Background: an optimization exercise with open tools, aiming at small area. Do not read the settings as production practice.
No run shown here included a check of the RTL's function; only the layout flow was run.
No activity file was given, so power comes from the tool's default toggle rates.

<file path="constraint.sdc">
create_clock -name core_clock -period 15.0 [get_ports {clk}]
set_input_delay 3.0000 -clock core_clock [delete_from_list [all_inputs] [get_ports {clk}]]
set_output_delay 3.0000 -clock core_clock [all_outputs]
set_load 0.01 [all_outputs]
</file>
<file path="design.v">
package glyph_rain_pkg;
    localparam int HEAD_W  = 7;
    localparam int STEP_W  = 2;
    localparam int SPEED_W = 2;
    localparam int TRAIL_W = 4;
    localparam int SEED_W  = 6;
    localparam logic [15:0] LFSR_SEED = 16'hACE1;
    localparam logic [15:0] LFSR_TAPS = 16'hB400;
    localparam logic [SPEED_W-1:0] RESET_SPEED = 2'd1;
    localparam logic [TRAIL_W-1:0] RESET_TRAIL = 4'd4;
    localparam logic [TRAIL_W-1:0] MIN_TRAIL   = 4'd4;
    localparam logic ST_IDLE = 1'b0;
    localparam logic ST_WALK = 1'b1;
endpackage
import glyph_rain_pkg::*;
module glyph_rain_column_state
#(
    parameter int NUM_COLS = 80,
    parameter int W        = 19
) (
    input  logic         clk,
    input  logic [6:0]   rd_slot,     
    output logic [W-1:0] rd_data,
    output logic [W-1:0] head_data,   
    input  logic [W-1:0] tail_data    
);
    logic [W-1:0] ring [NUM_COLS];
    always_ff @(posedge clk) begin
        for (int i = 0; i < NUM_COLS - 1; i++)
            ring[i] <= ring[i + 1];
        ring[NUM_COLS - 1] <= tail_data;
    end
    assign head_data = ring[0];
    always_comb begin
        rd_data = '0;
        for (int i = 0; i < NUM_COLS; i++)
            rd_data = rd_data | (ring[i] & {W{rd_slot == 7'(i)}});
    end
endmodule
import glyph_rain_pkg::*;
module glyph_rain_engine
#(
    parameter int NUM_COLS   = 80,
    parameter int NUM_ROWS   = 40,
    parameter int GLYPH_H    = 12,
    parameter int NUM_GLYPHS = 51
) (
    input  logic        clk,
    input  logic        reset,
    input  logic        frame_tick,
    input  logic        pause,
    input  logic [1:0]  palette_sel,
    input  logic        display_on,
    input  logic [10:0] hpos,
    input  logic [9:0]  vpos,
    output logic [5:0]  glyph_index,
    output logic [2:0]  glyph_x,
    output logic [3:0]  glyph_y,
    input  logic        glyph_pixel,
    output logic [5:0]  rgb,
    output logic        busy,
    output logic        overrun
);
    function automatic logic [5:0] palette_lookup(input logic [1:0] sel, input logic [2:0] idx);
        logic [5:0] c;
        case ({sel, idx})
            5'd0:  c = 6'h04; 5'd1:  c = 6'h04; 5'd2:  c = 6'h08; 5'd3:  c = 6'h08;
            5'd4:  c = 6'h0C; 5'd5:  c = 6'h0C; 5'd6:  c = 6'h1D; 5'd7:  c = 6'h2E;
            5'd8:  c = 6'h10; 5'd9:  c = 6'h10; 5'd10: c = 6'h20; 5'd11: c = 6'h24;
            5'd12: c = 6'h30; 5'd13: c = 6'h34; 5'd14: c = 6'h38; 5'd15: c = 6'h3C;
            5'd16: c = 6'h01; 5'd17: c = 6'h01; 5'd18: c = 6'h02; 5'd19: c = 6'h05;
            5'd20: c = 6'h06; 5'd21: c = 6'h0A; 5'd22: c = 6'h0F; 5'd23: c = 6'h1F;
            5'd24: c = 6'h15; 5'd25: c = 6'h15; 5'd26: c = 6'h15; 5'd27: c = 6'h2A;
            5'd28: c = 6'h2A; 5'd29: c = 6'h2A; 5'd30: c = 6'h2A; default: c = 6'h2A;
        endcase
        palette_lookup = c;
    endfunction
    function automatic logic [15:0] lfsr_next(input logic [15:0] cur);
        lfsr_next = {1'b0, cur[15:1]} ^ (cur[0] ? LFSR_TAPS : 16'h0000);
    endfunction
    localparam int W = 19;
    function automatic logic [3:0] stsp_start(input logic [1:0] spd);
        case (spd)
            2'd0: stsp_start = 4'b1000;
            2'd1: stsp_start = 4'b0000;
            2'd2: stsp_start = 4'b0010;
            default: stsp_start = 4'b0101;
        endcase
    endfunction
    function automatic logic [W-1:0] col_update(input logic [W-1:0] cur, input logic [4:0] rnd);
        logic [5:0] h;
        logic [2:0] tr;
        logic [5:0] sd;
        logic [3:0] ss;
        logic [1:0] spd;
        h  = cur[18:13];
        tr = cur[12:10];
        sd = cur[9:4];
        ss = cur[3:0];
        if (ss[3]) begin
            sd = (sd == 6'd50) ? 6'd0 : sd + 6'd1;
            if (h == 6'd43 + {3'b000, tr}) begin
                h   = 6'd0;
                spd = rnd[1:0];
                tr  = rnd[4:2];
            end else begin
                h   = h + 6'd1;
                spd = ss[1:0];
            end
            ss = stsp_start(spd);
        end else begin
            case (ss[2:0])
                3'd0:    ss = 4'b1001;
                3'd1:    ss = 4'b1010;
                3'd3:    ss = 4'b1011;
                3'd2:    ss = 4'b0001;
                3'd4:    ss = 4'b0011;
                default: ss = 4'b0100;
            endcase
        end
        col_update = {h, tr, sd, ss};
    endfunction
    logic [6:0]  kn;         
    logic [6:0]  ph;         
    logic        pw;         
    logic        owe;        
    logic        fresh;      
    logic [15:0] lfsr;       
    logic        go;
    logic        ph_end;
    assign go     = frame_tick && !pause;
    assign ph_end = (ph == 7'(NUM_COLS - 1));
    always_ff @(posedge clk or posedge reset) begin
        if (reset) begin
            busy    <= 1'b0;
            kn      <= '0;
            overrun <= 1'b0;
            ph      <= '0;
            pw      <= 1'b0;
            owe     <= 1'b0;
            fresh   <= 1'b1;
            lfsr    <= LFSR_SEED;
        end else begin
            if (busy) begin
                if (go) overrun <= 1'b1;
                if (kn == 7'(NUM_COLS - 1)) begin
                    busy <= 1'b0;
                    kn   <= '0;
                end else begin
                    kn <= kn + 7'd1;
                end
            end else if (go) begin
                busy <= 1'b1;
            end
            ph <= ph_end ? 7'd0 : ph + 7'd1;
            if (ph_end) begin
                pw  <= owe || (!busy && go);
                owe <= 1'b0;
                if (pw) fresh <= 1'b0;
            end else if (!busy && go) begin
                owe <= 1'b1;
            end
            if (pw) lfsr <= lfsr_next(lfsr);
        end
    end
    logic [7:0]   s1_col;
    logic [6:0]   cp;           
    logic [6:0]   slot;
    logic [7:0]   slot_d;
    logic [W-1:0] rd_data;
    logic [W-1:0] ring_head;
    logic [W-1:0] ring_tail;
    logic [W-1:0] phys_cur;
    assign s1_col = hpos[10:3];
    assign cp     = (s1_col < 8'(NUM_COLS)) ? s1_col[6:0] : 7'd0;
    assign slot_d = {1'b0, cp} - {1'b0, ph};
    assign slot   = slot_d[7] ? slot_d[6:0] + 7'(NUM_COLS) : slot_d[6:0];
    glyph_rain_column_state #(
        .NUM_COLS (NUM_COLS),
        .W        (W)
    ) u_cols (
        .clk       (clk),
        .rd_slot   (slot),
        .rd_data   (rd_data),
        .head_data (ring_head),
        .tail_data (ring_tail)
    );
    function automatic logic [W-1:0] col_reset(input logic [6:0] c);
        logic [6:0] h;
        h = (c >= 7'(NUM_ROWS)) ? c - 7'(NUM_ROWS) : c;
        col_reset = {h[5:0], 3'd0, 6'd0, 4'b0000};
    endfunction
    assign phys_cur  = fresh ? col_reset(ph) : ring_head;
    assign ring_tail = pw ? col_update(phys_cur, lfsr[4:0]) : ring_head;
    logic [7:0]  q;
    logic [6:0]  row;
    logic [1:0]  r3;
    logic        cp_lt_ph, cp_lt_kn, pend, cfresh;
    logic [5:0]  ch;
    logic [2:0]  ctr;
    logic [5:0]  csd;
    logic        cz;
    logic [6:0]  pdist;
    logic [6:0]  pdm1;
    logic        vis;
    always_comb begin
        logic [1:0] r;
        logic [2:0] t;
        q = vpos[9:2];
        r = 2'd0;
        row = '0;
        for (int i = 7; i >= 0; i--) begin
            t = {r, q[i]};
            if (t >= 3'd3) begin
                r = 2'(t - 3'd3);
                if (i < 7) row[i] = 1'b1;
            end else begin
                r = t[1:0];
            end
        end
        r3 = r;
    end
    assign cp_lt_ph = cp < ph;
    assign cp_lt_kn = cp < kn;
    assign cfresh   = fresh && !(pw && cp_lt_ph);
    assign pend     = (pw && !cp_lt_ph && (owe || !busy || cp_lt_kn)) ||
                      (owe && (!busy || cp_lt_kn));
    always_comb begin
        logic [W-1:0] base;
        base = cfresh ? col_reset(cp) : rd_data;
        ch   = base[18:13];
        ctr  = base[12:10];
        csd  = base[9:4];
        cz   = base[3];
        if (pend && cz) begin
            csd = (csd == 6'd50) ? 6'd0 : csd + 6'd1;
            ch  = (ch == 6'd43 + {3'b000, ctr}) ? 6'd0 : ch + 6'd1;
        end
    end
    logic [11:0] gsum;
    logic [8:0]  gfold;
    logic [7:0]  gred;
    logic [5:0]  gidx;
    always_comb begin
        gsum  = 12'(s1_col) * 12'd7 + 12'(row) * 12'd13 + 12'(csd);
        gfold = 9'(gsum[11:8]) + 9'(gsum[7:0]);
        gred  = (gfold >= 9'd255) ? 8'(gfold - 9'd255) : gfold[7:0];
        if (gred >= 8'd204)      gidx = 6'(gred - 8'd204);
        else if (gred >= 8'd153) gidx = 6'(gred - 8'd153);
        else if (gred >= 8'd102) gidx = 6'(gred - 8'd102);
        else if (gred >= 8'd51)  gidx = 6'(gred - 8'd51);
        else                     gidx = gred[5:0];
    end
    assign pdist    = {1'b0, ch} - row;
    assign pdm1 = pdist - 7'd1;
    assign vis     = display_on && (s1_col < 8'(NUM_COLS)) && (row < 7'(NUM_ROWS));
    logic [1:0] s2_cls;
    logic [2:0] s2_idx;
    always_ff @(posedge clk or posedge reset) begin
        if (reset) begin
            glyph_index <= '0;
            glyph_x     <= '0;
            glyph_y     <= '0;
            s2_cls      <= '0;
        end else begin
            glyph_index <= gidx;
            glyph_x     <= hpos[2:0];
            glyph_y     <= {r3, vpos[1:0]};
            if (!vis)
                s2_cls <= 2'd0;
            else if (pdist == 7'd0)
                s2_cls <= 2'd1;
            else if (pdist <= 7'd4 + {4'b0000, ctr})
                s2_cls <= 2'd2;
            else
                s2_cls <= 2'd0;
        end
    end
    always_ff @(posedge clk) begin
        s2_idx <= 3'd7 - ((pdm1 > 7'd7) ? 3'd7 : pdm1[2:0]);
    end
    always_ff @(posedge clk or posedge reset) begin
        if (reset)
            rgb <= '0;
        else if (!glyph_pixel)
            rgb <= '0;
        else if (s2_cls == 2'd1)
            rgb <= 6'h3F;
        else if (s2_cls == 2'd2)
            rgb <= palette_lookup(palette_sel, s2_idx);
        else
            rgb <= '0;
    end
endmodule
</file>
<file path="run.sh">
#!/bin/bash
# synth_recipe.tcl (not shown) runs the flow's synth.tcl, then flattens the netlist and writes it again
# the make line also repeats each setting of config.mk as NAME=value (left out here)
make -C /OpenROAD-flow-scripts/flow DESIGN_CONFIG=/design/flow/config.mk WORK_HOME=/design/flow/orfs CLKGATE_MAP_FILE= SYNTH_SCRIPT=/design/flow/synth_recipe.tcl finish
</file>
<file path="config.mk">
export PLATFORM = sky130hd
export DESIGN_NAME = glyph_rain_engine
export DESIGN_NICKNAME = glyph_rain_engine
export VERILOG_FILES = /design/flow/design.v
export SDC_FILE = /design/flow/constraint.sdc
export NUM_CORES = 8
export LEC_CHECK = 0
export ABC_AREA = 1
export CAP_MARGIN = 20
export CORE_MARGIN = 2
export CORE_UTILIZATION = 55
export PLACE_DENSITY = 0.65
export SLEW_MARGIN = 20
</file>
==> metrics.log, run 1 <==
INFO  metric critical-path-top-cell-by-count = nand2_1
INFO  metric fillerInstances = 7,331
INFO  metric wirelength = 166,400 µm
INFO  metric detail_route.drc_violations = 0
INFO  metric synth-compound-area-share = 3.217%
INFO  metric fin_crit_sh = 92.85%
INFO  metric die_width = 303.1 µm
INFO  metric worst_hold_path_ep = u_cols.ring[56][1]
INFO  metric p_sw_share = 37.47%
INFO  metric synth_area_per_cell = 9.356 µm²
INFO  metric wl_per_cell = 24.45 µm
INFO  metric netlist_top_cells_area = dfxtp_1, nand2_1, nor2_1
INFO  metric post_synth_adder_cell_area = 3.438%
INFO  metric power.switching = about 5.4 mW
INFO  metric portBuffers = 49
INFO  metric antenna_violations_before_repair = 3
INFO  metric post-synth-top-area-cell = dfxtp_1
INFO  metric area_of_the_die = between 90,000 and 100,000 µm²
INFO  metric dominantRegCellSynth = dfxtp_1
INFO  metric yosys-top-cells-count = nand2_1, dfxtp_1, nor2_1
INFO  metric netlist_area = 49,200 µm²
INFO  metric crit_fanout = 13
INFO  metric power.share.sequential = 29.4%
INFO  metric worst_setup_timing_slack_at_the_placement_stage = -0.1670 ns
INFO  metric worstMarginPinSlew = 1.183 ns
INFO  metric power.combinational.fraction = 43.2%
INFO  metric outcome = finished clean
INFO  metric clk_pin_slew_worst_paths = 0.06 ns
INFO  metric hold_path.startpoint = u_cols.ring[57][1]
INFO  metric antenna_violating_nets_remaining = 0
INFO  metric crit_path_start_kind = primary input
INFO  metric r2r.worst_path.cells = 70
INFO  metric fin_cells = 6,806
INFO  metric synth_most_common_cell = nand2_1
INFO  metric report.final.setup_viol = 0
INFO  metric synth_top_area_share = 61.97%
INFO  metric worst_skew_pair.late_latency = 0.77 ns
INFO  metric xor_xnor_cell_area_share_of_the_yosys_netlist = 0.9256%
INFO  metric multiInputGateArea = around 16,000 µm²
INFO  metric worstPathBufferInverterCount = 15
INFO  metric initialDrtViolationCount = 3,669
INFO  metric synth_enable_flop_cells = 0
INFO  metric dp.cells = 6,531
INFO  metric post-layout-total-power = approximately 15 mW
INFO  metric worst_clock_skew = 0.03554 ns
INFO  metric placedInstanceArea = 52,220 µm²
INFO  metric synth_seq_area_share = between 60% and 70%
INFO  metric post_synth_mux_area_share = less than 1%
INFO  metric min_period = 13.93 ns
INFO  metric detail_route.vias_per_cell = around 5.5
INFO  metric hold_path_depth = 0
INFO  metric cts_tree = done
INFO  metric design.core.area = 88,510 µm²
INFO  metric clock-sinks = 1,579
INFO  metric reg2reg_setup_slack = 3.84 ns
INFO  metric num_rows = about 110
INFO  metric fmax = 0.07180 GHz
INFO  metric critical_path_class = primary input to register
INFO  metric power-per-cell-area = between 200 and 300 nW/µm²
INFO  metric maxSlewHeadroom = 20.27%
INFO  metric finalHoldViolations = 0
INFO  metric dr.pass1.iters = 7
INFO  metric drv.max_cap_violation_count = 0
INFO  metric grt_max_degree = slightly below 80
INFO  metric worst_r2r_endpoint = glyph_index[3]
INFO  metric ios = 50
INFO  metric final-max-slew-violation-count = 0
INFO  metric rsz0062_at_grt = no
INFO  metric cp.arrival = 14.61 ns
INFO  metric netlist-cell-type-count = 58
INFO  metric synth-simple-area-share = 23.88%
INFO  metric leakagePower = about 27 nW
INFO  metric min_path_type = register to register
INFO  metric seq_area = 31,900 µm²
INFO  metric setup_ws_final = 1.073 ns
INFO  metric final_cell_area = 57,670 µm²
INFO  metric dominant_combinational_cell_family_by_area_after_synthesis = simple AND/OR/NAND/NOR gates
INFO  metric globalRouteOverflowTotal = 0
INFO  metric cts_htree_levels = 4
INFO  metric cp_num_cells = 75
INFO  metric grtUsageTotal = 36.16%
INFO  metric global_route_wire_length_before_repair = roughly 240,000 µm
INFO  metric end_kind = register
INFO  metric syn2layout_area_growth = 17.21%
INFO  metric power_frac_clock = 27.4%
INFO  metric initial_core_utilization = 55.59%
INFO  metric cts-root-to-sink-buffers = 3
INFO  metric num-nets-final = 5,666
INFO  metric critPathMaxStageDelay = 0.56 ns
INFO  metric cpLargestDelayFamily = simple AND/OR/NAND/NOR gates
INFO  metric detailed_place_hpwl = 119,100 µm
INFO  metric required_time_of_the_critical_path = 15.68 ns
INFO  metric crit-reg2reg-launch = ph[1]
INFO  metric cts_made_buffers = 150
INFO  metric synth_seq_cells = 1,579
INFO  metric route.vias.total = 37,420
INFO  metric post_synth_inst_count = around 5,300
INFO  metric root_buffer = clkbuf_16
INFO  metric critical_path.slowest_cell = clkdlybuf4s50_1
INFO  metric postSynthNetCount = about 5,400
INFO  metric gp_congestion = 1.027
INFO  metric internal-power = 9.085 mW
INFO  metric grt_pass1_vias = 36,400
INFO  metric fraction_of_registers_with_async_set_or_reset_after_synthesis = 3.547%
INFO  metric total_of_warnings_raised_by_yosys = 3
INFO  metric totalNegativeSetupSlack = 0 ns
INFO  metric drive_gt1_share = 10.55%
INFO  metric die_h = slightly above 300 µm
INFO  metric power.ir.vdd_worst = about 0.00062 V
logic make-up after synthesis:
| logic type | count (synthesis) |
|---|---|
| buffers and inverters | 454 |
| xor gates and xnor gates | 52 |
| adders and majority gates | 116 |
| muxes | 1 |
| and+or+nand+nor | 2802 |
| AOI/OAI and AO/OA | 255 |
| DFF | 1579 |
flip-flops by register name, summed over array words and instances, names as in the netlist:
register,cells
u_cols.ring,1520
lfsr,16
kn,7
ph,7
glyph_index,6
rgb,6
glyph_y,4
glyph_x,3
s2_idx,3
s2_cls,2
busy,1
fresh,1
overrun,1
owe,1
pw,1
power by group through the flow:
stage                     logic (mW)  registers [mW]  clock network [mW]
after detailed placement        6.23            4.37                   0
after CTS                       6.26            4.28                4.00
after global routing            7.18            4.27                4.18
after floorplan                 4.24            4.37                   0
final                           6.28            4.28                3.97
after global placement          6.33            4.37                   0
per-layer routing:
| metal | vias to the layer above | track usage [%] | wire (µm) | share of wire, % |
|---|---|---|---|---|
| met3 | 518 | 6.604 | 12740 | 7.7 |
| met4 | 2 | 23.79 | 12090 | 7.3 |
| met5 | - | 0 | 13 | 0.0078 |
| li1 | 17420 | - | - | - |
| met2 | 1723 | 55.85 | 73250 | 44 |
| met1 | 17760 | 46.71 | 68330 | 41 |
cell usage in the layout (no fill, tap or decap), types with 5 or more instances in the layout:
master           instances
clkinv_2                26
clkbuf_16              156
xor2_1                  33
nand3_1                257
buf_4                  219
bufinv_16               15
nand2_2                  6
dfxtp_1               1523
a31oi_1                  6
o21ai_1                  8
xnor2_1                 19
clkbuf_1                20
nor3_1                  17
dfstp_2                  9
inv_2                    8
nor2_4                  22
fa_1                    32
nand3b_1                 7
o22ai_1                  8
dfrtp_1                 47
nand4_1                266
inv_6                    5
ha_1                    84
nand2_1               1662
clkinv_4                 6
buf_6                    7
clkdlybuf4s50_1         49
a21oi_1                 61
inv_1                  273
nor2_1                 488
a22o_1                  47
nor4_1                   5
o21ai_0                 89
clkbuf_8                35
nor2_2                  53
worst max path at each step:
stage | start | endpoint
4_1_cts | hpos[10] | glyph_index[5]
3_3_place_gp | hpos[10] | glyph_index[5]
2_1_floorplan | vpos[8] | glyph_index[5]
3_5_place_dp | hpos[10] | glyph_index[3]
5_1_grt | hpos[10] | glyph_index[3]
6_report | hpos[10] | glyph_index[3]
what timing repair did:
action	CTS	global route
setup endpoints to repair	0	6
hold endpoints to repair	0	0
gates resized for setup	0	53
hold buffers	0	0
buffers inserted	0	3
worst reg2reg max path: cells and delay by family (launching register included):
kind	cells	cell delay (ns)
and+or+nand+nor	37	4.67
adders and majority gates	8	2.94
xor gates and xnor gates	1	0.10
DFF	1	0.45
AOI/OAI and AO/OA	11	1.39
buffers and inverters	13	1.51
through the flow:
stage / utilization [%] / hold WS [ns]
2_1_floorplan: - / 0.3096
3_3_place_gp: 59.00 / 0.3103
3_5_place_dp: 59.00 / 0.3121
4_1_cts: 64.93 / 0.3229
5_1_grt: 65.15 / 0.3291
6_report: 65.15 / 0.3194
cell type report:
class	count	area share, %
diodes	1	0.004339
clock buffers	211	7.735
clock inverters	60	1.360
inverters	286	1.866
multi-input cells	3226	27.25
flip-flops and latches	1579	55.32
well taps	1165	2.528
repair buffers	278	3.942
==> run 2: changes to the inputs <==
--- a/config.mk
+++ b/config.mk
@@ -5,9 +5,10 @@
 export SDC_FILE = /design/flow/constraint.sdc
 export NUM_CORES = 8
 export LEC_CHECK = 0
-export ABC_AREA = 1
+export ABC_AREA = 0
 export CAP_MARGIN = 20
 export CORE_MARGIN = 2
 export CORE_UTILIZATION = 55
+export CTS_BUF_LIST = sky130_fd_sc_hd__clkbuf_4 sky130_fd_sc_hd__clkbuf_8
 export PLACE_DENSITY = 0.65
 export SLEW_MARGIN = 20
==> run 2 against run 1 <==
Compared with the run above:
- clock skew increased by 0.026 ns
- clock power shrank 5.3%
- via count down 9.1%
- critical path depth is 17 lower
- maximum frequency down 1.5%
- utilization up 0.14 points
- cell area shrank 1.9%
- synthesized cell count shrank 23%
- flip-flop and latch count stayed put
- hold slack worse by 0.018 ns
- clock-buffer cell count grew 162
- critical endpoint unchanged
==> metrics.log, run 2 <==
INFO  metric number_of_flip_flops_in_the_largest_register = 1,520 (unchanged)
INFO  metric synth_enable_flop_cells = 0 (unchanged)
INFO  metric synth_seq_cells = 1,579 (unchanged)
INFO  metric globalRouteOverflowTotal = 0 (unchanged)
INFO  metric netlist-cell-type-count = 103 (+78%)
INFO  metric synth-simple-area-share = 8.037% (-16 points)
INFO  metric power-per-cell-area = 247.9 nW/µm² (-1.6%)
INFO  metric critical-path-top-cell-by-count = ha_1
INFO  metric detail_route.drc_violations = 0 (unchanged)
INFO  metric crit_fanout = 18 (+5)
INFO  metric netlist_area = 48,040 µm² (-2.4%)
INFO  metric wl_per_cell = 25.42 µm (+4.0%)
INFO  metric antenna_violations_before_repair = 1 (-2)
INFO  metric root_buffer = clkbuf_8
INFO  metric cts_htree_levels = 4 (unchanged)
INFO  metric worst_r2r_endpoint = glyph_index[3]
INFO  metric cts_tree = done
INFO  metric maxSlewHeadroom = 18.44% (-1.8 points)
INFO  metric crit_start = hpos[10]
INFO  metric post_synth_inst_count = 4,031 (-23%)
INFO  metric initial_core_utilization = 55.47% (-0.12 points)
INFO  metric r2r.worst_path.cells = 50 (-29%)
INFO  metric syn2layout_area_growth = 17.72%
INFO  metric reg.largest.list = u_cols.ring: 1520 flops, lfsr: 16 flops
INFO  metric dp.cells = 5,255 (-20%)
INFO  metric initialDrtViolationCount = 3,702 (+0.90%)
INFO  metric netlist_top_cells_area = dfxtp_1, a22oi_1, dfrtp_1
INFO  metric drive_gt1_share = 17.52% (+7.0 points)
INFO  metric post_synth_mux_area_share = 2.742% (+2.7 points)
INFO  metric endpoint = glyph_index[3]
INFO  metric cts_hold_buffers = 0 (unchanged)
INFO  metric fillerInstances = 6,667 (-9.1%)
INFO  metric design.core.area = 86,620 µm² (-2.1%)
INFO  metric dominantRegCellSynth = dfxtp_1
INFO  metric ios = 50 (unchanged)
INFO  metric global_route_wire_length_before_repair = 216,100 µm (-9.4%)
INFO  metric cp.arrival = 14.91 ns (+0.30 ns)
INFO  metric crit-reg2reg-launch = ph[2]
INFO  metric wirelength = 144,400 µm (-13%)
INFO  metric cts-root-to-sink-buffers = 3 (unchanged)
INFO  metric dominant_combinational_cell_family_by_area_after_synthesis = compound AO/OA/AOI/OAI gates
INFO  metric detail_route.vias_per_cell = 5.993 (+9.0%)
INFO  metric die_width = 299.6 µm (-1.2%)
INFO  metric synth_top_area_share = 63.46% (+1.5 points)
INFO  metric cts_made_buffers = 227 (+51%)
INFO  metric power.ir.vdd_worst = 0.0007739 V (+26%)
INFO  metric num-nets-final = 4,474 (-21%)
INFO  metric synth-compound-area-share = 15.41% (+12 points)
INFO  metric antenna_violating_nets_remaining = 0 (unchanged)
INFO  metric critical_path.slowest_cell = or4b_4
INFO  metric worst_skew_pair.late_latency = 0.92 ns (+0.15 ns)
INFO  metric synth_area_per_cell = 11.92 µm² (+27%)
INFO  metric synth_seq_area_share = 66.40% (+1.6 points)
INFO  metric grt_max_degree = 59 (-25%)
INFO  metric fraction_of_registers_with_async_set_or_reset_after_synthesis = 3.547% (unchanged)
INFO  metric route.vias.total = 34,030 (-9.1%)
INFO  metric worstMarginPinSlew = 1.217 ns (+0.03320 ns)
INFO  metric grt_pass1_vias = 33,750 (-7.3%)
INFO  metric final-max-slew-violation-count = 0 (unchanged)
INFO  metric detailed_place_hpwl = 95,860 µm (-20%)
INFO  metric die_h = 299.6 µm (-1.2%)
INFO  metric post_synth_adder_cell_area = 3.521% (+0.083 points)
INFO  metric crit_path_start_kind = primary input
INFO  metric most-common-layout-cells = dfxtp_1, clkbuf_8, nand2_1
INFO  metric dr.pass1.iters = 15 (+8)
INFO  metric reg2reg_setup_slack = 3.41 ns (-0.43 ns)
INFO  metric outcome = finished clean
INFO  metric registers.top_by_ff_count = u_cols.ring
INFO  metric total_of_warnings_raised_by_yosys = 3 (unchanged)
INFO  metric num_rows = 108 (-0.92%)
INFO  metric layout.cells.most_common = dfxtp_1
INFO  metric fin_cells = 5,679 (-17%)
INFO  metric clk_pin_slew_worst_paths = 0.08 ns (+0.02 ns)
INFO  metric xor_xnor_cell_area_share_of_the_yosys_netlist = 1.094% (+0.17 points)
INFO  metric critPathMaxStageDelay = 0.55 ns (about the same)
INFO  metric report.final.setup_viol = 0 (unchanged)
INFO  metric post-layout-total-power = 14.02 mW (-3.5%)
INFO  metric min_period = 14.14 ns (+0.2114 ns)
INFO  metric portBuffers = 49 (unchanged)
INFO  metric core_util_final = 65.29% (+0.14 points)
INFO  metric clock-sinks = 1,579 (unchanged)
INFO  metric postSynthNetCount = 4,176 (-23%)
INFO  metric yosys-top-cells-count = dfxtp_1, nand2_1, a21oi_1
INFO  metric min_path_type = register to register
INFO  metric area_of_the_die = 89,730 µm² (-2.3%)
INFO  metric worst_clock_skew = 0.06105 ns (+0.02552 ns)
INFO  metric synth_most_common_cell = dfxtp_1
INFO  metric fin_crit_sh = 94.26% (+1.4 points)
INFO  metric post-synth-top-area-cell = dfxtp_1
INFO  metric gp_congestion = 0.9219 (-10%)
INFO  metric end_kind = register
INFO  metric grtUsageTotal = 32.14% (-4.0 points)
INFO  metric fmax = 0.07073 GHz (-1.5%)
INFO  metric leakagePower = 22.59 nW (-15%)
INFO  metric required_time_of_the_critical_path = 15.77 ns (+0.09 ns)
INFO  metric drv.max_cap_violation_count = 0 (unchanged)
INFO  metric critical_path_class = primary input to register
INFO  metric finalHoldViolations = 0 (unchanged)
run 2: area by class of cell:
type	count	area (µm²)	area share, %
flip-flops and latches	1579	31900	56.41
multi-input cells	2131	15150	26.79
clock buffers	373	4658	8.236
repair buffers	279	2392	4.230
well taps	1155	1445	2.555
clock inverters	47	581.8	1.029
inverters	111	416.7	0.7367
diodes	4	10.01	0.01770
run 2: worst min-delay path by stage:
stage,start,end,slack (ns),depth (start not counted)
final,u_cols.ring[7][0],u_cols.ring[6][0],0.30,0
after CTS,u_cols.ring[27][0],u_cols.ring[26][0],0.30,0
after floorplan,u_cols.ring[1][0],u_cols.ring[0][0],0.31,0
after global placement,u_cols.ring[4][1],u_cols.ring[3][1],0.31,0
after global routing,u_cols.ring[16][2],u_cols.ring[15][2],0.31,0
after detailed placement,u_cols.ring[38][0],u_cols.ring[37][0],0.31,0
run 2: cells by family after synthesis:
group	Yosys count
DFF	1579
muxes	115
buffers and inverters	321
xor gates and xnor gates	60
and+or+nand+nor	805
adders and majority gates	116
AOI/OAI and AO/OA	1035
run 2: repair_timing:
action                                  in CTS  in global routing
endpoints found under the setup margin       0                  6
setup buffers                                0                  0
gates resized for setup                      0                  5
run 2: stage by stage:
| stage | setup TNS, ns | setup slack (ns) | hold slack (ns) | cell area (µm²) |
|---|---|---|---|---|
| after floorplan | 0 | 0.7686 | 0.3096 | 48040 |
| after global placement | 0 | 0.01541 | 0.3098 | 51280 |
| after detailed placement | -0.8086 | -0.2352 | 0.3121 | 51280 |
| after CTS | 0 | 0.5991 | 0.2992 | 56520 |
| after global routing | -0.005686 | -0.005686 | 0.3116 | 56550 |
| final | 0 | 0.8614 | 0.3017 | 56560 |
run 2: critical path, delay by kind of cell:
kind            cells  cell delay [ns]
buf+inv            13             2.19
compound gates     16             2.58
simple gates       13             2.86
fa+ha+maj          12             3.34
xor+xnor            4             0.87
run 2: report_power, final:
| group | switching [mW] | internal, mW | total [mW] |
|---|---|---|---|
| combinational | 3.22 | 2.77 | 5.99 |
| sequential | 0.00995 | 4.27 | 4.28 |
| clock | 1.64 | 2.12 | 3.76 |
| total | 4.87 | 9.15 | 14.0 |
run 2: layer usage:
| metal | track usage (%) | up-vias | part of all wire (%) |
|---|---|---|---|
| li1 | - | 15220 | - |
| met3 | 7.893 | 378 | 10 |
| met2 | 47.06 | 1825 | 42 |
| met4 | 15.61 | 0 | 4.9 |
| met1 | 44.68 | 16610 | 43 |
| met5 | 0 | - | 0 |
==> run 3: changes to the inputs <==
--- a/design.v
+++ b/design.v
@@ -78,26 +78,53 @@
     function automatic logic [15:0] lfsr_next(input logic [15:0] cur);
         lfsr_next = {1'b0, cur[15:1]} ^ (cur[0] ? LFSR_TAPS : 16'h0000);
     endfunction
-    localparam int W = 19;
-    function automatic logic [3:0] stsp_start(input logic [1:0] spd);
-        case (spd)
-            2'd0: stsp_start = 4'b1000;
-            2'd1: stsp_start = 4'b0000;
-            2'd2: stsp_start = 4'b0010;
-            default: stsp_start = 4'b0101;
-        endcase
+    localparam int W = 18;
+    function automatic logic hc_ext(input logic [5:0] hc);
+        hc_ext = (hc >= 6'd51);
+    endfunction
+    function automatic logic [5:0] dec_head(input logic [5:0] hc, input logic [1:0] sc_hi);
+        logic [5:0] d;
+        d = hc - 6'd51;
+        dec_head = hc_ext(hc) ? {d[3:0], sc_hi} : hc;
+    endfunction
+    function automatic logic [3:0] dec_ss(input logic [5:0] hc, input logic [2:0] sc);
+        if (hc_ext(hc))
+            dec_ss = sc[0] ? 4'b1111 : 4'b1110;
+        else if (sc[2])
+            dec_ss = {sc[1:0], 2'b00};
+        else begin
+            case (sc[1:0])
+                2'd0:    dec_ss = 4'b0101;
+                2'd1:    dec_ss = 4'b1001;
+                2'd2:    dec_ss = 4'b1010;
+                default: dec_ss = 4'b1101;
+            endcase
+        end
+    endfunction
+    function automatic logic [8:0] enc_hs(input logic [5:0] head, input logic [1:0] spd, input logic [1:0] rem);
+        if (rem == 2'd0)
+            enc_hs = {head, 1'b1, spd};
+        else if (spd == 2'd3 && rem != 2'd1)
+            enc_hs = {6'd51 + {2'b00, head[5:2]}, head[1:0], rem[0]};
+        else begin
+            case ({spd, rem})
+                4'b0101: enc_hs = {head, 3'd0};
+                4'b1001: enc_hs = {head, 3'd1};
+                4'b1010: enc_hs = {head, 3'd2};
+                default: enc_hs = {head, 3'd3};
+            endcase
+        end
     endfunction
     function automatic logic [W-1:0] col_update(input logic [W-1:0] cur, input logic [4:0] rnd);
         logic [5:0] h;
         logic [2:0] tr;
         logic [5:0] sd;
-        logic [3:0] ss;
-        logic [1:0] spd;
-        h  = cur[18:13];
-        tr = cur[12:10];
-        sd = cur[9:4];
-        ss = cur[3:0];
-        if (ss[3]) begin
+        logic [1:0] spd, rem;
+        h  = dec_head(cur[17:12], cur[11:10]);
+        {spd, rem} = dec_ss(cur[17:12], cur[11:9]);
+        tr = cur[8:6];
+        sd = cur[5:0];
+        if (rem == 2'd0) begin
             sd = (sd == 6'd50) ? 6'd0 : sd + 6'd1;
             if (h == 6'd43 + {3'b000, tr}) begin
                 h   = 6'd0;
@@ -105,20 +132,12 @@
                 tr  = rnd[4:2];
             end else begin
                 h   = h + 6'd1;
-                spd = ss[1:0];
             end
-            ss = stsp_start(spd);
+            rem = spd;
         end else begin
-            case (ss[2:0])
-                3'd0:    ss = 4'b1001;
-                3'd1:    ss = 4'b1010;
-                3'd3:    ss = 4'b1011;
-                3'd2:    ss = 4'b0001;
-                3'd4:    ss = 4'b0011;
-                default: ss = 4'b0100;
-            endcase
+            rem = rem - 2'd1;
         end
-        col_update = {h, tr, sd, ss};
+        col_update = {enc_hs(h, spd, rem), tr, sd};
     endfunction
     logic [6:0]  kn;         
     logic [6:0]  ph;         
@@ -188,7 +207,7 @@
     function automatic logic [W-1:0] col_reset(input logic [6:0] c);
         logic [6:0] h;
         h = (c >= 7'(NUM_ROWS)) ? c - 7'(NUM_ROWS) : c;
-        col_reset = {h[5:0], 3'd0, 6'd0, 4'b0000};
+        col_reset = {h[5:0], 3'd0, 3'd0, 6'd0};
     endfunction
     assign phys_cur  = fresh ? col_reset(ph) : ring_head;
     assign ring_tail = pw ? col_update(phys_cur, lfsr[4:0]) : ring_head;
@@ -228,10 +247,10 @@
     always_comb begin
         logic [W-1:0] base;
         base = cfresh ? col_reset(cp) : rd_data;
-        ch   = base[18:13];
-        ctr  = base[12:10];
-        csd  = base[9:4];
-        cz   = base[3];
+        ch   = dec_head(base[17:12], base[11:10]);
+        ctr  = base[8:6];
+        csd  = base[5:0];
+        cz   = !hc_ext(base[17:12]) && base[11];
         if (pend && cz) begin
             csd = (csd == 6'd50) ? 6'd0 : csd + 6'd1;
             ch  = (ch == 6'd43 + {3'b000, ctr}) ? 6'd0 : ch + 6'd1;
--- a/config.mk
+++ b/config.mk
@@ -9,6 +9,8 @@
 export CAP_MARGIN = 20
 export CORE_MARGIN = 2
 export CORE_UTILIZATION = 55
-export CTS_BUF_LIST = sky130_fd_sc_hd__clkbuf_4 sky130_fd_sc_hd__clkbuf_8
+export CTS_BUF_LIST = sky130_fd_sc_hd__clkbuf_16
+export CTS_CLUSTER_DIAMETER = 100
+export CTS_CLUSTER_SIZE = 28
 export PLACE_DENSITY = 0.65
 export SLEW_MARGIN = 20
==> run 3 against run 2 <==
Compared with the run above:
- critical path depth down 1
- non-clock buffer count up 258
- first-iteration DRC count grew 39%
- final cell count is 1.9% lower
- total power is 14% lower
- flip-flop and latch count is 80 lower
- die area is 2.2% lower
- setup slack worse by 0.46 ns
- register-to-register slack lost 0.46 ns
- critical endpoint unchanged
- largest power group unchanged
- highest routed layer is now met5
==> metrics.log, run 3 <==
INFO  metric worstMarginPinSlew = 1.251 ns (+0.03399 ns)
INFO  metric initialDrtViolationCount = 5,150 (+39%)
INFO  metric portBuffers = 49 (unchanged)
INFO  metric cts_tree = done
INFO  metric hold_path_depth = 0 (unchanged)
INFO  metric drive_gt1_share = 16.27% (-1.3 points)
INFO  metric netlist_area = 46,990 µm² (-2.2%)
INFO  metric most-common-layout-cells = dfxtp_1, buf_4, a22oi_1
INFO  metric power_frac_clock = 16.0% (-11 points)
INFO  metric worst_r2r_endpoint = glyph_index[3]
INFO  metric cts_hold_buffers = 0 (unchanged)
INFO  metric multiInputGateArea = 15,910 µm² (+5.0%)
INFO  metric critPathMaxStageDelay = 0.87 ns (+0.32 ns)
INFO  metric finalHoldViolations = 0 (unchanged)
INFO  metric synth_seq_cells = 1,499 (-5.1%)
INFO  metric fmax = 0.06850 GHz (-3.1%)
INFO  metric totalNegativeSetupSlack = 0 ns (unchanged)
INFO  metric antenna_violations_before_repair = 7 (+6)
INFO  metric reg.largest.list = u_cols.ring: 1440 flops, lfsr: 16 flops
INFO  metric root_buffer = clkbuf_16
INFO  metric globalRouteOverflowTotal = 0 (unchanged)
INFO  metric placedInstanceArea = 52,400 µm² (+2.2%)
INFO  metric gp_congestion = 1.097 (+19%)
INFO  metric final-max-slew-violation-count = 0 (unchanged)
INFO  metric power.share.sequential = 33.4% (+2.9 points)
INFO  metric grtUsageTotal = 38.16% (+6.0 points)
INFO  metric number_of_flip_flops_in_the_largest_register = 1,440 (-5.3%)
INFO  metric synth_area_per_cell = 11.71 µm² (-1.7%)
INFO  metric maxSlewHeadroom = 15.85% (-2.6 points)
INFO  metric critical_path_class = primary input to register
INFO  metric detail_route.drc_violations = 0 (unchanged)
INFO  metric post_synth_inst_count = 4,012 (-0.47%)
INFO  metric area_of_the_die = 87,780 µm² (-2.2%)
INFO  metric grt_max_degree = 57 (-3.4%)
INFO  metric num-nets-final = 4,562 (+2.0%)
INFO  metric detail_route.vias_per_cell = 6.463 (+7.8%)
INFO  metric yosys-top-cells-count = dfxtp_1, a22oi_1, nand2_1
INFO  metric fillerInstances = 6,748 (+1.2%)
INFO  metric power.combinational.fraction = 50.6% (+7.9 points)
INFO  metric post-synth-top-area-cell = dfxtp_1
INFO  metric power-per-cell-area = 222.8 nW/µm² (-10%)
INFO  metric netlist_top_cells_area = dfxtp_1, a22oi_1, dfrtp_1
INFO  metric critical_path.slowest_cell = nor2_1
INFO  metric p_sw_share = 35.57% (+0.83 points)
INFO  metric netlist-cell-type-count = 105 (+1.9%)
INFO  metric power.ir.vdd_worst = 0.0007451 V (-3.7%)
INFO  metric worst_skew_pair.late_latency = 0.69 ns (-0.23 ns)
INFO  metric ios = 50 (unchanged)
INFO  metric crit_fanout = 26 (+8)
INFO  metric report.final.setup_viol = 0 (unchanged)
INFO  metric fin_crit_sh = 97.32% (+3.1 points)
INFO  metric timing.hold.ws = 0.3277 ns (+0.02608 ns)
INFO  metric synth_seq_area_share = 64.49% (-1.9 points)
INFO  metric initial_core_utilization = 55.36% (-0.11 points)
INFO  metric num_rows = 107 (-0.93%)
INFO  metric min_period = 14.60 ns (+0.4590 ns)
INFO  metric leakagePower = 21.63 nW (-4.2%)
INFO  metric total_of_warnings_raised_by_yosys = 3 (unchanged)
INFO  metric crit-reg2reg-launch = ph[3]
INFO  metric wl_per_cell = 30.50 µm (+20%)
INFO  metric dominantRegCellSynth = dfxtp_1
INFO  metric grt_pass1_vias = 34,430 (+2.0%)
INFO  metric clk_pin_slew_worst_paths = 0.11 ns (+0.03 ns)
INFO  metric final_cell_area = 54,360 µm² (-3.9%)
INFO  metric design.core.area = 84,880 µm² (-2.0%)
INFO  metric synth_most_common_cell = dfxtp_1
INFO  metric power.switching = 4.309 mW (-12%)
INFO  metric die_width = 296.3 µm (-1.1%)
INFO  metric route.vias.total = 36,000 (+5.8%)
INFO  metric cts_htree_levels = 2 (-2)
INFO  metric fraction_of_registers_with_async_set_or_reset_after_synthesis = 3.736% (+0.19 points)
INFO  metric registers.top_by_ff_count = u_cols.ring
INFO  metric antenna_violating_nets_remaining = 0 (unchanged)
INFO  metric hold_path.startpoint = u_cols.ring[36][9]
INFO  metric internal-power = 7.804 mW (-15%)
INFO  metric die_h = 296.3 µm (-1.1%)
INFO  metric required_time_of_the_critical_path = 15.58 ns (-0.19 ns)
INFO  metric synth_enable_flop_cells = 0 (unchanged)
INFO  metric drv.max_cap_violation_count = 0 (unchanged)
INFO  metric global_route_wire_length_before_repair = 241,400 µm (+12%)
INFO  metric crit_path_start_kind = primary input
INFO  metric detailed_place_hpwl = 125,400 µm (+31%)
INFO  metric seq_area = 30,300 µm² (-5.0%)
INFO  metric clock-sinks = 1,499 (-5.1%)
INFO  metric cp.arrival = 15.17 ns (+0.26 ns)
INFO  metric synth_top_area_share = 61.48% (-2.0 points)
INFO  metric layout.cells.most_common = dfxtp_1
INFO  metric r2r.worst_path.cells = 54 (+8.0%)
INFO  metric worst_clock_skew = 0.03265 ns (-0.02840 ns)
INFO  metric dr.pass1.iters = 9 (-6)
INFO  metric cts_made_buffers = 60 (-74%)
INFO  metric outcome = finished clean
INFO  metric postSynthNetCount = 4,162 (-0.34%)
INFO  metric min_path_type = register to register
INFO  metric end_kind = register
INFO  metric syn2layout_area_growth = 15.69%
INFO  metric worst_hold_path_ep = u_cols.ring[35][9]
INFO  metric cts-root-to-sink-buffers = 3 (unchanged)
INFO  metric reg2reg_setup_slack = 2.95 ns (-0.46 ns)
INFO  metric wirelength = 169,900 µm (+18%)
-- run 3: changes by cell type in the layout (fill, tap and decap cells not counted), sizes merged, moves of 43 or more --
cell	before	now
o21ai	154	103
a22oi	179	247
buf	230	488
a32oi	8	51
dfxtp	1523	1443
clkbuf	373	60
a21oi	200	153
-- run 3: final cells by class --
class,instances,share of cell area (%)
flip-flops and latches,1499,55.74
multi-input cells,2195,29.27
repair buffers,537,8.533
clock buffers,60,2.762
well taps,1144,2.633
inverters,119,0.8217
clock inverters,10,0.2049
diodes,7,0.03222
-- run 3: per-layer routing --
layer / routed length (µm) / GRT usage, %
met5: 25 / 0
met4: 11540 / 21.64
met3: 18590 / 8.664
met2: 72410 / 56.98
met1: 67350 / 51.17
-- run 3: worst max path at each step --
stage          startpoint        endpoint  slack, ns  depth (start not counted)
2_1_floorplan    hpos[10]  glyph_index[4]       0.03                         63
3_3_place_gp     hpos[10]  glyph_index[3]      -0.31                         63
3_5_place_dp     hpos[10]  glyph_index[3]      -0.56                         62
4_1_cts          hpos[10]  glyph_index[3]       0.11                         63
5_1_grt           hpos[9]  glyph_index[2]      -0.11                         68
6_report          hpos[9]  glyph_index[3]       0.40                         57
-- run 3: stage by stage --
stage	power (mW)	worst slack (ns)	util, %	instances
4_1_cts	11.77	0.1118	63.64	5555
5_1_grt	12.86	-0.1135	64.02	5565
3_3_place_gp	9.849	-0.3056	61.73	5485
2_1_floorplan	7.435	0.02994	-	4012
6_report	12.11	0.4025	64.04	5571
3_5_place_dp	9.878	-0.5620	61.74	5485
-- run 3: critical path, delay by kind of cell --
family          cells  cell delay (ns)
simple gates       14             3.65
fa+ha+maj          10             2.93
compound gates     17             2.91
buf+inv            11             1.79
xor+xnor            4             0.63
mux                 1             0.19
-- run 3: cells by family after synthesis --
group / after synthesis / synth area share, %
compound gates: 1076 / 17.13
xor+xnor: 57 / 1.079
fa+ha+maj: 123 / 3.776
buf+inv: 318 / 2.823
flops: 1499 / 64.49
mux: 68 / 1.560
simple gates: 871 / 9.145
-- run 3: power groups by stage --
| stage | clock [mW] | combinational (mW) | sequential [mW] |
|---|---|---|---|
| after floorplan | 0 | 3.29 | 4.14 |
| after global placement | 0 | 5.71 | 4.14 |
| after detailed placement | 0 | 5.74 | 4.14 |
| after CTS | 1.95 | 5.78 | 4.05 |
| after global routing | 2.08 | 6.73 | 4.05 |
| final | 1.94 | 6.13 | 4.05 |
-- run 3: timing repair --
item / CTS / global route
buffers inserted: 0 / 9
resized for setup: 0 / 54
setup endpoints to repair: 0 / 6
==> run 4: changes to the inputs <==
--- a/design.v
+++ b/design.v
@@ -256,23 +256,39 @@
             ch  = (ch == 6'd43 + {3'b000, ctr}) ? 6'd0 : ch + 6'd1;
         end
     end
-    logic [11:0] gsum;
-    logic [8:0]  gfold;
-    logic [7:0]  gred;
-    logic [5:0]  gidx;
+    function automatic logic [7:0] rotl(input logic [7:0] x, input int k);
+        rotl = (x << k) | (x >> (8 - k));
+    endfunction
+    function automatic logic [15:0] csa(input logic [7:0] a, input logic [7:0] b, input logic [7:0] c);
+        logic [7:0] s, k;
+        s = a ^ b ^ c;
+        k = (a & b) | (a & c) | (b & c);
+        csa = {rotl(k, 1), s};
+    endfunction
+    logic [5:0] gidx;
     always_comb begin
-        gsum  = 12'(s1_col) * 12'd7 + 12'(row) * 12'd13 + 12'(csd);
-        gfold = 9'(gsum[11:8]) + 9'(gsum[7:0]);
-        gred  = (gfold >= 9'd255) ? 8'(gfold - 9'd255) : gfold[7:0];
-        if (gred >= 8'd204)      gidx = 6'(gred - 8'd204);
-        else if (gred >= 8'd153) gidx = 6'(gred - 8'd153);
-        else if (gred >= 8'd102) gidx = 6'(gred - 8'd102);
-        else if (gred >= 8'd51)  gidx = 6'(gred - 8'd51);
-        else                     gidx = gred[5:0];
+        logic [7:0] r8, ncol, u0, u1, v0, v1, w0, w1, t0, t1, x;
+        logic [8:0] sum;
+        r8   = {1'b0, row};
+        ncol = ~s1_col;
+        {u1, u0} = csa(rotl(s1_col, 3), ncol, rotl(r8, 3));
+        {v1, v0} = csa(rotl(r8, 2), r8, {2'b00, csd});
+        {w1, w0} = csa(u0, u1, v0);
+        {t1, t0} = csa(w0, w1, v1);
+        sum = {1'b0, t0} + {1'b0, t1};
+        x   = sum[7:0] + {7'd0, sum[8]};
+        case (1'b1)
+            (x == 8'd255): gidx = 6'd0;
+            (x >= 8'd204): gidx = 6'(x - 8'd204);
+            (x >= 8'd153): gidx = 6'(x - 8'd153);
+            (x >= 8'd102): gidx = 6'(x - 8'd102);
+            (x >= 8'd51):  gidx = 6'(x - 8'd51);
+            default:       gidx = x[5:0];
+        endcase
     end
     assign pdist    = {1'b0, ch} - row;
     assign pdm1 = pdist - 7'd1;
-    assign vis     = display_on && (s1_col < 8'(NUM_COLS)) && (row < 7'(NUM_ROWS));
+    assign vis     = display_on && (s1_col < 8'(NUM_COLS)) && (vpos < 10'(NUM_ROWS * GLYPH_H));
     logic [1:0] s2_cls;
     logic [2:0] s2_idx;
     always_ff @(posedge clk or posedge reset) begin
==> config.mk (replaced) <==
export PLATFORM = sky130hd
export DESIGN_NAME = glyph_rain_engine
export DESIGN_NICKNAME = glyph_rain_engine
export VERILOG_FILES = /design/flow/design.v
export SDC_FILE = /design/flow/constraint.sdc
export NUM_CORES = 8
export LEC_CHECK = 0
export ABC_AREA = 0
export CAP_MARGIN = 0
export CORE_MARGIN = 2
export CORE_UTILIZATION = 65
export PLACE_DENSITY = 0.7
export SLEW_MARGIN = 0
==> run 4 against run 3 <==
Compared with the run above:
- still clean on timing, DRC and antenna
- final cell count is 6.5% lower
- sequential power barely moved
- die area down 15%
- clock power increased by about 80%
==> metrics.log, run 4 <==
INFO  metric worstMarginPinSlew = 1.126 ns (-0.1250 ns)
INFO  metric post_synth_inst_count = 4,010 (-0.050%)
INFO  metric end_kind = register
INFO  metric critical_path_class = primary input to register
INFO  metric detail_route.vias_per_cell = 6.933 (+7.3%)
INFO  metric fraction_of_registers_with_async_set_or_reset_after_synthesis = 3.736% (unchanged)
INFO  metric grt_pass1_vias = 36,020 (+4.6%)
INFO  metric detailed_place_hpwl = 103,500 µm (-17%)
INFO  metric route.vias.total = 36,100 (+0.26%)
INFO  metric worst_skew_pair.late_latency = 0.74 ns (+0.05 ns)
INFO  metric fin_crit_sh = 94.77% (-2.5 points)
INFO  metric timing.hold.ws = 0.3269 ns (-0.0008840 ns)
INFO  metric initialDrtViolationCount = 5,166 (+0.31%)
INFO  metric number_of_flip_flops_in_the_largest_register = 1,440 (unchanged)
INFO  metric drv.max_cap_violation_count = 0 (unchanged)
INFO  metric synth_seq_cells = 1,499 (unchanged)
INFO  metric wirelength = 160,000 µm (-5.8%)
INFO  metric fmax = 0.07034 GHz (+2.7%)
INFO  metric min_period = 14.22 ns (-0.3818 ns)
INFO  metric grt_max_degree = 74 (+30%)
INFO  metric dominantRegCellSynth = dfxtp_1
INFO  metric final_cell_area = 54,150 µm² (-0.38%)
INFO  metric placedInstanceArea = 49,620 µm² (-5.3%)
INFO  metric totalNegativeSetupSlack = 0 ns (unchanged)
INFO  metric cp.arrival = 14.87 ns (-0.30 ns)
INFO  metric power-per-cell-area = 195.4 nW/µm² (-12%)
INFO  metric syn2layout_area_growth = 14.52%
INFO  metric yosys-top-cells-count = dfxtp_1, a22oi_1, nand2_1
INFO  metric grtUsageTotal = 42.24% (+4.1 points)
INFO  metric synth_top_area_share = 61.09% (-0.39 points)
INFO  metric worst_clock_skew = 0.03188 ns (-0.0007740 ns)
INFO  metric netlist-cell-type-count = 107 (+1.9%)
INFO  metric finalHoldViolations = 0 (unchanged)
INFO  metric outcome = finished clean
INFO  metric leakagePower = 21.27 nW (-1.7%)
INFO  metric synth_most_common_cell = dfxtp_1
INFO  metric cts_made_buffers = 137 (+130%)
INFO  metric netlist_area = 47,290 µm² (+0.64%)
INFO  metric cts-root-to-sink-buffers = 3 (unchanged)
INFO  metric synth_area_per_cell = 11.79 µm² (+0.69%)
INFO  metric min_path_type = register to register
INFO  metric final-max-slew-violation-count = 0 (unchanged)
INFO  metric detail_route.drc_violations = 0 (unchanged)
INFO  metric dr.pass1.iters = 8 (-1)
INFO  metric area_of_the_die = 74,920 µm² (-15%)
INFO  metric root_buffer = clkbuf_16
INFO  metric report.final.setup_viol = 0 (unchanged)
INFO  metric critPathMaxStageDelay = 0.54 ns (-0.33 ns)
INFO  metric netlist_top_cells_area = dfxtp_1, a22oi_1, dfrtp_1
INFO  metric antenna_violations_before_repair = 6 (-1)
INFO  metric most-common-layout-cells = dfxtp_1, a22oi_1, nand2_1
INFO  metric portBuffers = 49 (unchanged)
INFO  metric worst_setup_timing_slack_at_the_placement_stage = 0.08977 ns (+0.6518 ns)
INFO  metric initial_core_utilization = 65.92% (+11 points)
INFO  metric power.ir.vdd_worst = 0.0005296 V (-29%)
INFO  metric globalRouteOverflowTotal = 0 (unchanged)
INFO  metric die_h = 273.7 µm (-7.6%)
INFO  metric num_rows = 98 (-8.4%)
INFO  metric maxSlewHeadroom = 24.26% (+8.4 points)
INFO  metric clock-sinks = 1,499 (unchanged)
INFO  metric required_time_of_the_critical_path = 15.66 ns (+0.08 ns)
INFO  metric gp_congestion = 1.009 (-8.0%)
INFO  metric postSynthNetCount = 4,144 (-0.43%)
INFO  metric core_util_final = 75.50% (+11 points)
INFO  metric total_of_warnings_raised_by_yosys = 3 (unchanged)
INFO  metric clk_pin_slew_worst_paths = 0.06 ns (-0.05 ns)
INFO  metric critical-path-top-cell-by-count = ha_1
INFO  metric num-nets-final = 4,288 (-6.0%)
INFO  metric synth_enable_flop_cells = 0 (unchanged)
INFO  metric drive_gt1_share = 12.22% (-4.0 points)
INFO  metric setup_ws_final = 0.7843 ns (+0.3818 ns)
INFO  metric layout.cells.most_common = dfxtp_1
INFO  metric synth_seq_area_share = 64.08% (-0.41 points)
INFO  metric cts_tree = done
INFO  metric crit_fanout = 9 (-65%)
INFO  metric post-synth-top-area-cell = dfxtp_1
INFO  metric reg.largest.list = u_cols.ring: 1440 flops, lfsr: 16 flops
INFO  metric design.core.area = 71,730 µm² (-15%)
INFO  metric ios = 50 (unchanged)
INFO  metric rsz0062_at_grt = no
INFO  metric crit_path_start_kind = primary input
INFO  metric cts_htree_levels = 4 (+2)
INFO  metric die_width = 273.7 µm (-7.6%)
INFO  metric registers.top_by_ff_count = u_cols.ring
INFO  metric antenna_violating_nets_remaining = 0 (unchanged)
INFO  metric global_route_wire_length_before_repair = 233,500 µm (-3.3%)
INFO  metric critical_path.slowest_cell = fa_1
INFO  metric cts_hold_buffers = 0 (unchanged)
INFO  metric wl_per_cell = 30.73 µm (+0.76%)
run 4: timing repair:
item,CTS,global route
endpoints found under the setup margin,0,4
resized for setup,0,2
setup buffers,0,3
run 4: kinds of logic (layout without fill, tap and decap cells):
| family | count (synthesis) | count (layout) | synth area share, % |
|---|---|---|---|
| compound gates | 1094 | 1094 | 17.37 |
| other cells | 0 | 2 | 0 |
| mux | 113 | 113 | 2.537 |
| flops | 1499 | 1499 | 64.08 |
| buf+inv | 325 | 570 | 3.083 |
| simple gates | 814 | 814 | 8.523 |
| xor+xnor | 58 | 58 | 1.130 |
| fa+ha+maj | 107 | 107 | 3.281 |
run 4: worst max-delay path: cells and delay by family:
kind / cells / cell delay, ns
buffers and inverters: 9 / 1.48
adders and majority gates: 11 / 3.27
AOI/OAI and AO/OA: 18 / 4.17
xor gates and xnor gates: 2 / 0.39
muxes: 2 / 0.32
and+or+nand+nor: 14 / 2.22
run 4: final timing paths:
kind / start / endpoint / slack, ns / cells past startpoint
setup / recovery: hpos[7] / glyph_index[4] / 0.78 / 56
hold / removal: u_cols.ring[74][9] / u_cols.ring[73][9] / 0.33 / 0
setup reg to reg: ph[1] / glyph_index[4] / 3.53 / 52
hold reg to reg: u_cols.ring[74][9] / u_cols.ring[73][9] / 0.33 / 0
max in group asynchronous: reset / ph[1] / 11.71 / 3
min in group asynchronous: reset / glyph_index[1] / 2.78 / 3
run 4: through the flow:
stage | cells | power (mW)
floorplan | 4010 | 6.246
global placement | 4961 | 7.033
CTS | 5202 | 10.47
detailed placement | 4962 | 7.046
global route | 5205 | 11.08
finish | 5207 | 10.58
run 4: final cells by class:
type	instances	area, µm²
sequential	1499	30300
fill	4563	17580
multi-input combinational	2186	15810
inverter	103	386.6
tap	950	1189
timing repair buffer	227	1967
antenna	2	5.005
clock inverter	53	629.4
clock buffer	187	3867
run 4: power by group:
group          switching (mW)  internal [mW]  leakage [nW]
Sequential            0.00536           4.02          12.3
Clock                    1.53           1.96          2.22
Combinational            1.82           1.24          6.75
run 4: layer usage:
metal	vias up	track usage, %	part of all wire, %
li1	15100	-	-
met1	17700	54.27	38
met2	2655	63.88	44
met3	638	10.93	12
met4	2	26.36	6.7
met5	-	0	0.012
==> run 5: changes to the inputs <==
==> flow/run.sh (new file) <==
#!/bin/bash
# Layout flow: the standard flow (standard.sh, all ORFS steps unchanged)
# run with a copy of ORFS's scripts folder in which only abc_area.script is
# replaced by flow/abc_area.script, an area-oriented ABC mapping script.
# Synthesis is otherwise the standard one (same Yosys passes, same register
# mapping and names); only the combinational mapping differs.
set -euo pipefail
here=$(pwd)
rm -rf "$here/orfs_scripts"
cp -r "$FLOW_HOME/scripts" "$here/orfs_scripts"
cp "$here/flow/abc_area.script" "$here/orfs_scripts/abc_area.script"
bash "$here/standard.sh" "SCRIPTS_DIR=$here/orfs_scripts" ABC_AREA=1 finish > "$here/standard_make.log" 2>&1
==> flow/abc_area.script (new file) <==
&get -n
&st
&dch
&nf -R 1000 -F 8 -A 4 -C 32
&put
==> standard.sh (new file) <==
#!/bin/bash
# synth_recipe.tcl (not shown) runs the flow's synth.tcl, then flattens the netlist and writes it again
# the make line also repeats each setting of config.mk as NAME=value (left out here)
make -C /OpenROAD-flow-scripts/flow DESIGN_CONFIG=/design/flow/config.mk WORK_HOME=/design/flow/orfs CLKGATE_MAP_FILE= SYNTH_SCRIPT=/design/flow/synth_recipe.tcl "${@:-finish}"
--- a/config.mk
+++ b/config.mk
@@ -5,7 +5,7 @@
 export SDC_FILE = /design/flow/constraint.sdc
 export NUM_CORES = 8
 export LEC_CHECK = 0
-export ABC_AREA = 0
+export ABC_AREA = 1
 export CAP_MARGIN = 0
 export CORE_MARGIN = 2
 export CORE_UTILIZATION = 65
removed: run.sh
==> run 5 against run 4 <==
Compared with the run above:
- total power increased by 7.8%
- sequential power about the same
- sequential share of layout area increased by 5.4 points
- critical path type unchanged
- largest cell class unchanged
- highest routed layer is now met4
==> metrics.log, run 5 <==
INFO  metric outcome = finished clean
INFO  metric design.core.area = 64,230 µm² (-10%)
INFO  metric grt_pass1_vias = 28,140 (-22%)
INFO  metric number_of_flip_flops_in_the_largest_register = 1,440 (unchanged)
INFO  metric crit_start = hpos[8]
INFO  metric netlist_area = 42,150 µm² (-11%)
INFO  metric detailed_place_hpwl = 75,280 µm (-27%)
INFO  metric globalRouteOverflowTotal = 0 (unchanged)
INFO  metric area_of_the_die = 66,900 µm² (-11%)
INFO  metric synth_top_area_share = 68.53% (+7.4 points)
INFO  metric portBuffers = 49 (unchanged)
INFO  metric layout.cells.most_common = dfxtp_1
INFO  metric netlist_top_cells_area = dfxtp_1, a222oi_1, a22oi_1
INFO  metric hold_path_depth = 0 (unchanged)
INFO  metric dominantRegCellSynth = dfxtp_1
INFO  metric power-per-cell-area = 230.9 nW/µm² (+18%)
INFO  metric timing.hold.ws = 0.3190 ns (-0.007802 ns)
INFO  metric fmax = 0.07040 GHz (about the same)
INFO  metric required_time_of_the_critical_path = 15.61 ns (-0.05 ns)
INFO  metric xor_xnor_cell_area_share_of_the_yosys_netlist = 1.621% (+0.49 points)
INFO  metric r2r.worst_path.cells = 48 (-7.7%)
INFO  metric detail_route.vias_per_cell = 6.295 (-9.2%)
INFO  metric critical_path.slowest_cell = fa_1
INFO  metric cpLargestDelayFamily = simple AND/OR/NAND/NOR gates
INFO  metric synth_enable_flop_cells = 0 (unchanged)
INFO  metric report.final.setup_viol = 0 (unchanged)
INFO  metric cp_num_cells = 53 (-5.4%)
INFO  metric global_route_wire_length_before_repair = 170,400 µm (-27%)
INFO  metric fraction_of_registers_with_async_set_or_reset_after_synthesis = 3.736% (unchanged)
INFO  metric cts_made_buffers = 134 (-2.2%)
INFO  metric fin_cells = 4,478 (-14%)
INFO  metric grt_max_degree = 57 (-23%)
INFO  metric placedInstanceArea = 44,780 µm² (-9.7%)
INFO  metric most-common-layout-cells = dfxtp_1, a222oi_1, a22oi_1
INFO  metric route.vias.total = 28,190 (-22%)
INFO  metric crit-reg2reg-launch = ph[1]
INFO  metric synth-simple-area-share = 7.216% (-1.3 points)
INFO  metric final_cell_area = 49,420 µm² (-8.7%)
INFO  metric hold_path.startpoint = u_cols.ring[24][9]
INFO  metric end_kind = register
INFO  metric dominant_combinational_cell_family_by_area_after_synthesis = compound AO/OA/AOI/OAI gates
INFO  metric wirelength = 112,000 µm (-30%)
INFO  metric reg.largest.list = u_cols.ring: 1440 flops, lfsr: 16 flops
INFO  metric fin_crit_sh = 94.70% (about the same)
INFO  metric cts_htree_levels = 4 (unchanged)
INFO  metric post_synth_adder_cell_area = 3.633% (+0.35 points)
INFO  metric detail_route.drc_violations = 0 (unchanged)
INFO  metric clk_pin_slew_worst_paths = 0.07 ns (about the same)
INFO  metric drive_gt1_share = 10.85% (-1.4 points)
INFO  metric num-nets-final = 3,650 (-15%)
INFO  metric worst_clock_skew = 0.03171 ns (-0.0001661 ns)
INFO  metric leakagePower = 19.43 nW (-8.6%)
INFO  metric final-max-slew-violation-count = 0 (unchanged)
INFO  metric synth-compound-area-share = 14.25% (-3.1 points)
INFO  metric dr.pass1.iters = 10 (+2)
INFO  metric post_synth_mux_area_share = 0.5610% (-2.0 points)
INFO  metric syn2layout_area_growth = 17.25%
INFO  metric dp.cells = 4,231 (-15%)
INFO  metric postSynthNetCount = 3,319 (-20%)
INFO  metric min_period = 14.21 ns (-0.01015 ns)
INFO  metric synth_area_per_cell = 13.23 µm² (+12%)
INFO  metric clock-sinks = 1,499 (unchanged)
INFO  metric antenna_violations_before_repair = 1 (-5)
INFO  metric worstPathBufferInverterCount = 9 (unchanged)
INFO  metric crit_fanout = 16 (+7)
INFO  metric initialDrtViolationCount = 3,417 (-34%)
INFO  metric cts-root-to-sink-buffers = 3 (unchanged)
INFO  metric die_h = 258.7 µm (-5.5%)
INFO  metric wl_per_cell = 25.02 µm (-19%)
INFO  metric synth_most_common_cell = dfxtp_1
INFO  metric cp.arrival = 14.82 ns (-0.05 ns)
INFO  metric cts_tree = done
INFO  metric total_of_warnings_raised_by_yosys = 3 (unchanged)
INFO  metric finalHoldViolations = 0 (unchanged)
INFO  metric worstMarginPinSlew = 1.117 ns (-0.009101 ns)
INFO  metric antenna_violating_nets_remaining = 0 (unchanged)
INFO  metric root_buffer = clkbuf_16
INFO  metric num_rows = 93 (-5.1%)
INFO  metric netlist-cell-type-count = 56 (-48%)
INFO  metric registers.top_by_ff_count = u_cols.ring
INFO  metric worst_skew_pair.late_latency = 0.72 ns (-0.02 ns)
INFO  metric critical_path_class = primary input to register
INFO  metric min_path_type = register to register
INFO  metric initial_core_utilization = 65.62% (-0.30 points)
INFO  metric ios = 50 (unchanged)
INFO  metric power.ir.vdd_worst = 0.0005597 V (+5.7%)
INFO  metric critical-path-top-cell-by-count = ha_1
INFO  metric cts_hold_buffers = 0 (unchanged)
INFO  metric grtUsageTotal = 33.24% (-9.0 points)
INFO  metric critPathMaxStageDelay = 0.55 ns (about the same)
INFO  metric post-synth-top-area-cell = dfxtp_1
INFO  metric yosys-top-cells-count = dfxtp_1, a222oi_1, a22oi_1
INFO  metric post_synth_inst_count = 3,185 (-21%)
INFO  metric synth_seq_area_share = 71.89% (+7.8 points)
INFO  metric die_width = 258.7 µm (-5.5%)
INFO  metric gp_congestion = 0.9064 (-10%)
INFO  metric synth_seq_cells = 1,499 (unchanged)
INFO  metric maxSlewHeadroom = 24.88% (+0.61 points)
INFO  metric crit_path_start_kind = primary input
INFO  metric drv.max_cap_violation_count = 0 (unchanged)
==> run 5: cell types whose count changed after synthesis, sizes merged, moves of 32 or more <==
cell    delta
a21oi     -82
a222oi   +196
a22o      -36
a31oi     -52
and3      -80
buf      -133
clkbuf    -89
clkinv    +93
inv      -102
mux2      -32
mux2i     -58
nand3    -100
nand4     +48
o21ai     -56
==> run 5: cell type report <==
cell class | count | area (µm²)
clock inverter | 51 | 624.3
antenna | 1 | 2.502
fill | 3829 | 14810
tap | 855 | 1070
multi-input combinational | 1592 | 11630
clock buffer | 191 | 3849
sequential | 1499 | 30300
inverter | 94 | 352.8
timing repair buffer | 195 | 1590
==> run 5: layer usage <==
layer	GRT usage (%)	vias up	part of all wire, %
li1	-	12780	-
met1	44.35	14060	42
met2	54.00	1138	47
met3	5.732	207	6.4
met4	13.97	0	4.0
met5	0	-	0
==> run 5: logic make-up (layout without fill, tap and decap cells) <==
kind of cell    after synthesis  in the layout
compound gates              751            751
xor+xnor                     78             78
fa+ha+maj                   105            105
buf+inv                      94            531
flops                      1499           1499
mux                          22             22
other cells                   0              1
simple gates                636            636
==> run 5: through the flow <==
stage	TNS (ns)	total power [mW]	utilization [%]	setup WS [ns]
floorplan	0	6.734	-	0.2639
global placement	-0.03968	8.012	69.72	-0.03968
detailed placement	-1.109	7.994	69.72	-0.3200
CTS	0	11.39	76.69	0.3593
global route	-0.001355	12.12	76.94	-0.001355
finish	0	11.41	76.94	0.7945
==> run 5: worst reg2reg max path, delay by kind of cell, from the launching register on <==
kind / cells / cell delay [ns]
flip-flops: 1 / 0.48
adder cells (fa/ha/maj): 10 / 2.88
buffers and inverters: 7 / 1.26
XOR/XNOR: 4 / 0.86
AND/OR/NAND/NOR: 15 / 2.91
AO/OA/AOI/OAI: 12 / 2.79
==> run 5: what timing repair did <==
item	in CTS	in global routing
setup buffers	0	4
resized for setup	0	30
endpoints found under the hold margin	0	0
setup endpoints to repair	0	6
==> run 5: worst paths after layout <==
kind | end | slack [ns]
hold / removal | u_cols.ring[23][9] | 0.32
min in group asynchronous | glyph_index[3] | 2.80
setup reg to reg | glyph_index[4] | 3.74
hold reg to reg | u_cols.ring[23][9] | 0.32
max in group asynchronous | glyph_y[3] | 11.69
setup / recovery | glyph_index[4] | 0.79
==> run 5: power breakdown <==
part           internal [mW]  leakage (nW)  switching (mW)
clock network           1.95          2.20            1.49
registers               4.04          12.3         0.00646
logic                   1.72          4.92            2.21
total                   7.71          19.4            3.71

afterwards: timing with drivers on the ports:
The flow's constraints put no driver on any port. The routed layouts listed below were extracted and timed again, unchanged, in two steps.
Step 1: set_driving_cell puts a clkbuf_16 on clk and a buf_2 on each other input, an assumption about the parent block.
Step 2 moves the port delays by t, midway between the first and last clock arrival at a register: inputs arrive t later, outputs are due t later. That takes back most of the time a late clock gives input paths.
Three values: ideal ports, drivers, drivers and shift; two values: the first two.
| run | shift t [ns] | setup WS [ns] | hold slack, ns | clock arrival spread, ns |
|---|---|---|---|---|
| run 1 | 0.832 | 1.073 / 1.121 / 0.289 | 0.319 / 0.319 / 0.319 | 0.040 / 0.040 |
| run 2 | 0.953 | 0.861 / 0.869 / -0.084 | 0.302 / 0.302 / 0.302 | 0.067 / 0.068 |
| run 3 | 0.740 | 0.402 / 0.447 / -0.294 | 0.328 / 0.328 / 0.328 | 0.040 / 0.039 |
| run 4 | 0.807 | 0.784 / 0.830 / 0.023 | 0.327 / 0.327 / 0.327 | 0.036 / 0.036 |
| run 5 | 0.783 | 0.794 / 0.836 / 0.053 | 0.319 / 0.319 / 0.319 | 0.046 / 0.046 |
With both steps, setup timing fails in run 2 and run 3, where it was met with ideal ports. The setup slack of run 2, which loses most, moves by +0.008 ns with the drivers and by -0.945 ns with both steps.
